From an optimization exercise on the open Yosys and OpenROAD flow, aimed at a short achievable clock period and few clock cycles per item; shortcuts taken in it are not production practice.
The RTL was checked by simulation tests, not by an equivalence proof against the original design.
No driver is modelled on the clock port, so clock power and skew are understated where the tree is cut down; a real chip needs a root buffer or a tree.
No activity file was given, so power comes from the tool's default toggle rates.

== the reference run ==
==> flow/design.v (excerpt) <==
module alu_core (
    input  logic        clk,
    input  logic        reset_n,
    input  logic        in_valid,
    output logic        in_ready,
    input  logic [31:0] in_instr,
    output logic        out_valid,
    input  logic        out_ready,
    output logic [4:0]  out_rd,
    output logic [31:0] out_value,
    output logic        out_reg_write,
    output logic        out_illegal,
    output logic        idle
);
export LEC_CHECK = 0
export CAP_MARGIN = 20
export CORE_MARGIN = 2
export CORE_UTILIZATION = 50
export SETUP_SLACK_MARGIN = 5
export SLEW_MARGIN = 20
create_clock -name core_clock -period 8.0 [get_ports {clk}]
standard.sh (not shown) runs the stock make flow with config.mk's settings and CLKGATE_MAP_FILE= SYNTH_SCRIPT=/design/flow/synth_recipe.tcl, a recipe that flattens the netlist after the stock synthesis.
==> flow/flow/run.sh <==
#!/bin/bash
set -euo pipefail
work=$(pwd)
bash standard.sh SYNTH_SCRIPT="$work/flow/synth.tcl" SETUP_SLACK_MARGIN=5.6 \
  PRE_CTS_TCL="$work/flow/clock_tree.tcl" finish > "$work/flow_make.log" 2>&1
Other scripts of this flow, unchanged in this note and not shown: flow/flow/abc.script, flow/flow/clock_tree.tcl, flow/flow/synth.tcl
Testbench counts of the reference run, summed over its fixed seeds: cycles 12,040, items 12,000.
The inputs of the trial run differ from those of the reference run as listed below.
--- a/flow/design.v
+++ b/flow/design.v
@@ -209,37 +209,39 @@
 endmodule
 `timescale 1ns/1ps
 import core_pkg::*;
 module pipe_stage #(
     parameter int WIDTH = 1
 ) (
     input  logic             clk,
     input  logic             reset_n,
     input  logic             in_valid,
     input  logic [WIDTH-1:0] in_data,
     output logic             out_valid,
     input  logic             out_ready,
+    output logic             taken,       
     output logic [WIDTH-1:0] out_data
 );
     localparam int CNT_W = $clog2(QDEPTH + 1);
     logic [WIDTH-1:0]  q [QDEPTH];
     logic [QDEPTH-1:0] rptr;         
     logic [QDEPTH-1:0] wptr;         
     logic [QDEPTH-1:0] rptr_inc;
     logic [CNT_W-1:0]  count;
     logic              pop;
     logic              bypass;
     logic [WIDTH-1:0]  head;
     logic [WIDTH-1:0]  head_inc;
-    assign pop      = out_valid && out_ready;
+    assign pop      = (count != '0) && out_ready;
+    assign taken    = pop;
     assign rptr_inc = {rptr[QDEPTH-2:0], rptr[QDEPTH-1]};
     assign bypass = in_valid && (pop ? (count == CNT_W'(1)) : (count == '0));
     always_comb begin
         head     = '0;
         head_inc = '0;
         for (int i = 0; i < QDEPTH; i++) begin
             head     = head     | ({WIDTH{rptr[i]}}     & q[i]);
             head_inc = head_inc | ({WIDTH{rptr_inc[i]}} & q[i]);
         end
     end
     always_ff @(posedge clk or negedge reset_n) begin
         if (!reset_n) begin
@@ -248,25 +250,27 @@
             wptr      <= QDEPTH'(1);
             count     <= '0;
         end else begin
             case ({in_valid, pop})
                 2'b10: begin
                     count     <= count + 1'b1;
                     out_valid <= 1'b1;
                 end
                 2'b01: begin
                     count     <= count - 1'b1;
                     out_valid <= (count != CNT_W'(1));
                 end
-                default: ;   
+                default: begin   
+                    out_valid <= (count != '0);
+                end
             endcase
             if (pop) begin
                 rptr <= rptr_inc;
             end
             if (in_valid) begin
                 wptr <= {wptr[QDEPTH-2:0], wptr[QDEPTH-1]};
             end
         end
     end
     always_ff @(posedge clk) begin
         out_data <= bypass ? in_data : (pop ? head_inc : head);
         for (int i = 0; i < QDEPTH; i++) begin
@@ -281,79 +285,82 @@
 module hazard_control (
     input  logic clk,
     input  logic reset_n,
     input  logic in_valid,
     input  logic retire,
     output logic in_ready,
     output logic accept,
     output logic idle
 );
     localparam int CNT_W = $clog2(CAPACITY + 1);
     logic [CNT_W-1:0] in_flight;
     logic             busy;          
-    assign accept = in_valid && in_ready;
+    logic armed;
+    assign accept = in_valid && armed && (in_flight < CNT_W'(CAPACITY));
     logic [CNT_W-1:0] inc;
     logic [CNT_W-1:0] dec;
     logic             ready_inc;
     logic             ready_same;
     logic             busy_dec;
     assign inc        = in_flight + 1'b1;
     assign dec        = in_flight - 1'b1;
     assign ready_inc  = (in_flight < CNT_W'(CAPACITY - 1));
     assign ready_same = (in_flight < CNT_W'(CAPACITY));
     assign busy_dec   = (in_flight != CNT_W'(1));
     assign idle = !busy;
     always_ff @(posedge clk or negedge reset_n) begin
         if (!reset_n) begin
             in_flight <= '0;
+            armed     <= 1'b0;
             in_ready  <= 1'b0;
             busy      <= 1'b0;
         end else begin
+            armed <= 1'b1;
             case ({accept, retire})
                 2'b10: begin
                     in_flight <= inc;
                     in_ready  <= ready_inc;
                     busy      <= 1'b1;
                 end
                 2'b01: begin
                     in_flight <= dec;
                     in_ready  <= 1'b1;
                     busy      <= busy_dec;
                 end
                 default: begin   
                     in_ready  <= ready_same;
+                    busy      <= (in_flight != '0);
                 end
             endcase
         end
     end
 endmodule
 `timescale 1ns/1ps
 import core_pkg::*;
 module alu_core_top (
     input  logic        clk,
     input  logic        reset_n,
     input  logic        in_valid,
     output logic        in_ready,
     input  logic [31:0] in_instr,
     output logic        out_valid,
     input  logic        out_ready,
     output logic [4:0]  out_rd,
     output logic [31:0] out_value,
     output logic        out_reg_write,
     output logic        out_illegal,
     output logic        idle
 );
     logic accept;
     logic retire;
-    assign retire = out_valid && out_ready;
     hazard_control u_hazard (
         .clk      (clk),
         .reset_n  (reset_n),
         .in_valid (in_valid),
         .retire   (retire),
         .in_ready (in_ready),
         .accept   (accept),
         .idle     (idle)
     );
     core_pkg::instr_t      s0_instr;
     logic                  s0_valid;
     logic [NUM_REGS-1:0]   s0_rs1_sel;
@@ -570,24 +577,25 @@
         s3_value <= alu_result;
         s4_value <= s3_value;
     end
     localparam int RETIRE_W = 5 + XLEN + 2;
     logic [RETIRE_W-1:0] out_rec;
     pipe_stage #(.WIDTH(RETIRE_W)) u_out_queue (
         .clk       (clk),
         .reset_n   (reset_n),
         .in_valid  (s3_valid),
         .in_data   ({s3_rd, s3_value, s3_legal, !s3_legal}),
         .out_valid (out_valid),
         .out_ready (out_ready),
+        .taken     (retire),
         .out_data  (out_rec)
     );
     assign {out_rd, out_value, out_reg_write, out_illegal} = out_rec;
 endmodule
 `timescale 1ns/1ps
 module alu_core (
     input  logic        clk,
     input  logic        reset_n,
     input  logic        in_valid,
     output logic        in_ready,
     input  logic [31:0] in_instr,
     output logic        out_valid,
Notes after the runs:
- Initial antenna violation count: the trial run vs the reference run down 9
- Highest achievable clock rate in the trial run is about 0.44% above the reference run.
- The trial run: count of distinct cell types in the synthesized netlist 6.3% below the reference run
- The reference run has higher post-synthesis to final-layout area growth than the trial run.
- Against the reference run, worst setup slack in the trial run came out better.
- The trial run -> the reference run: die area flat
- Summary of the trial run over the reference run: switching power summed over all nets saw a decrease; relative contribution of combinational cells to total power saw a decrease; xor and xnor area share after synthesis saw little to no change; synthesized area saw little to no change.
- Diff the reference run..the trial run | power density normalized to cell area | negligible
- Between the trial run and the reference run, the height of the die does not differ in any meaningful way.
Testbench counts of the trial run, summed over its fixed seeds: cycles 12,040, items 12,000.
No run of this note takes its clock network from TritonCTS; it comes from the design's own scripts or RTL.

[separate check: timing with driven ports]
How much do the figures lean on ideal ports? The routed layouts below were timed once more, with nothing changed but the port constraints.
Step 1: set_driving_cell puts a clkbuf_16 on clk and a buf_2 on each other input, an assumption about the parent block.
Step 2 adds t to the input delays and takes it off the output delays; t is the mean of the earliest and latest rising clock arrival at the registers after step 1. Input paths then give back, and output paths get back, about the clock's delay inside the block.
Slacks: no drivers / after step 1 / after step 2; pairs: no drivers / after step 1.
| run | t (ns) | setup slack, ns | hold slack, ns | worst data-port slew with drivers (ns) | pins driven straight from the clock port |
|---|---|---|---|---|---|
| the reference run | 0.776 | 5.281 / 5.095 / 4.930 | 0.331 / 0.331 / 0.331 | 0.20 | 4 |
| the trial run | 0.773 | 5.293 / 5.108 / 5.036 | 0.334 / 0.334 / 0.334 | 0.16 | 4 |
After both steps setup and hold are still met in every run listed. For the reference run, which loses most, drivers alone change the setup slack by -0.186 ns; drivers and shift together by -0.351 ns.
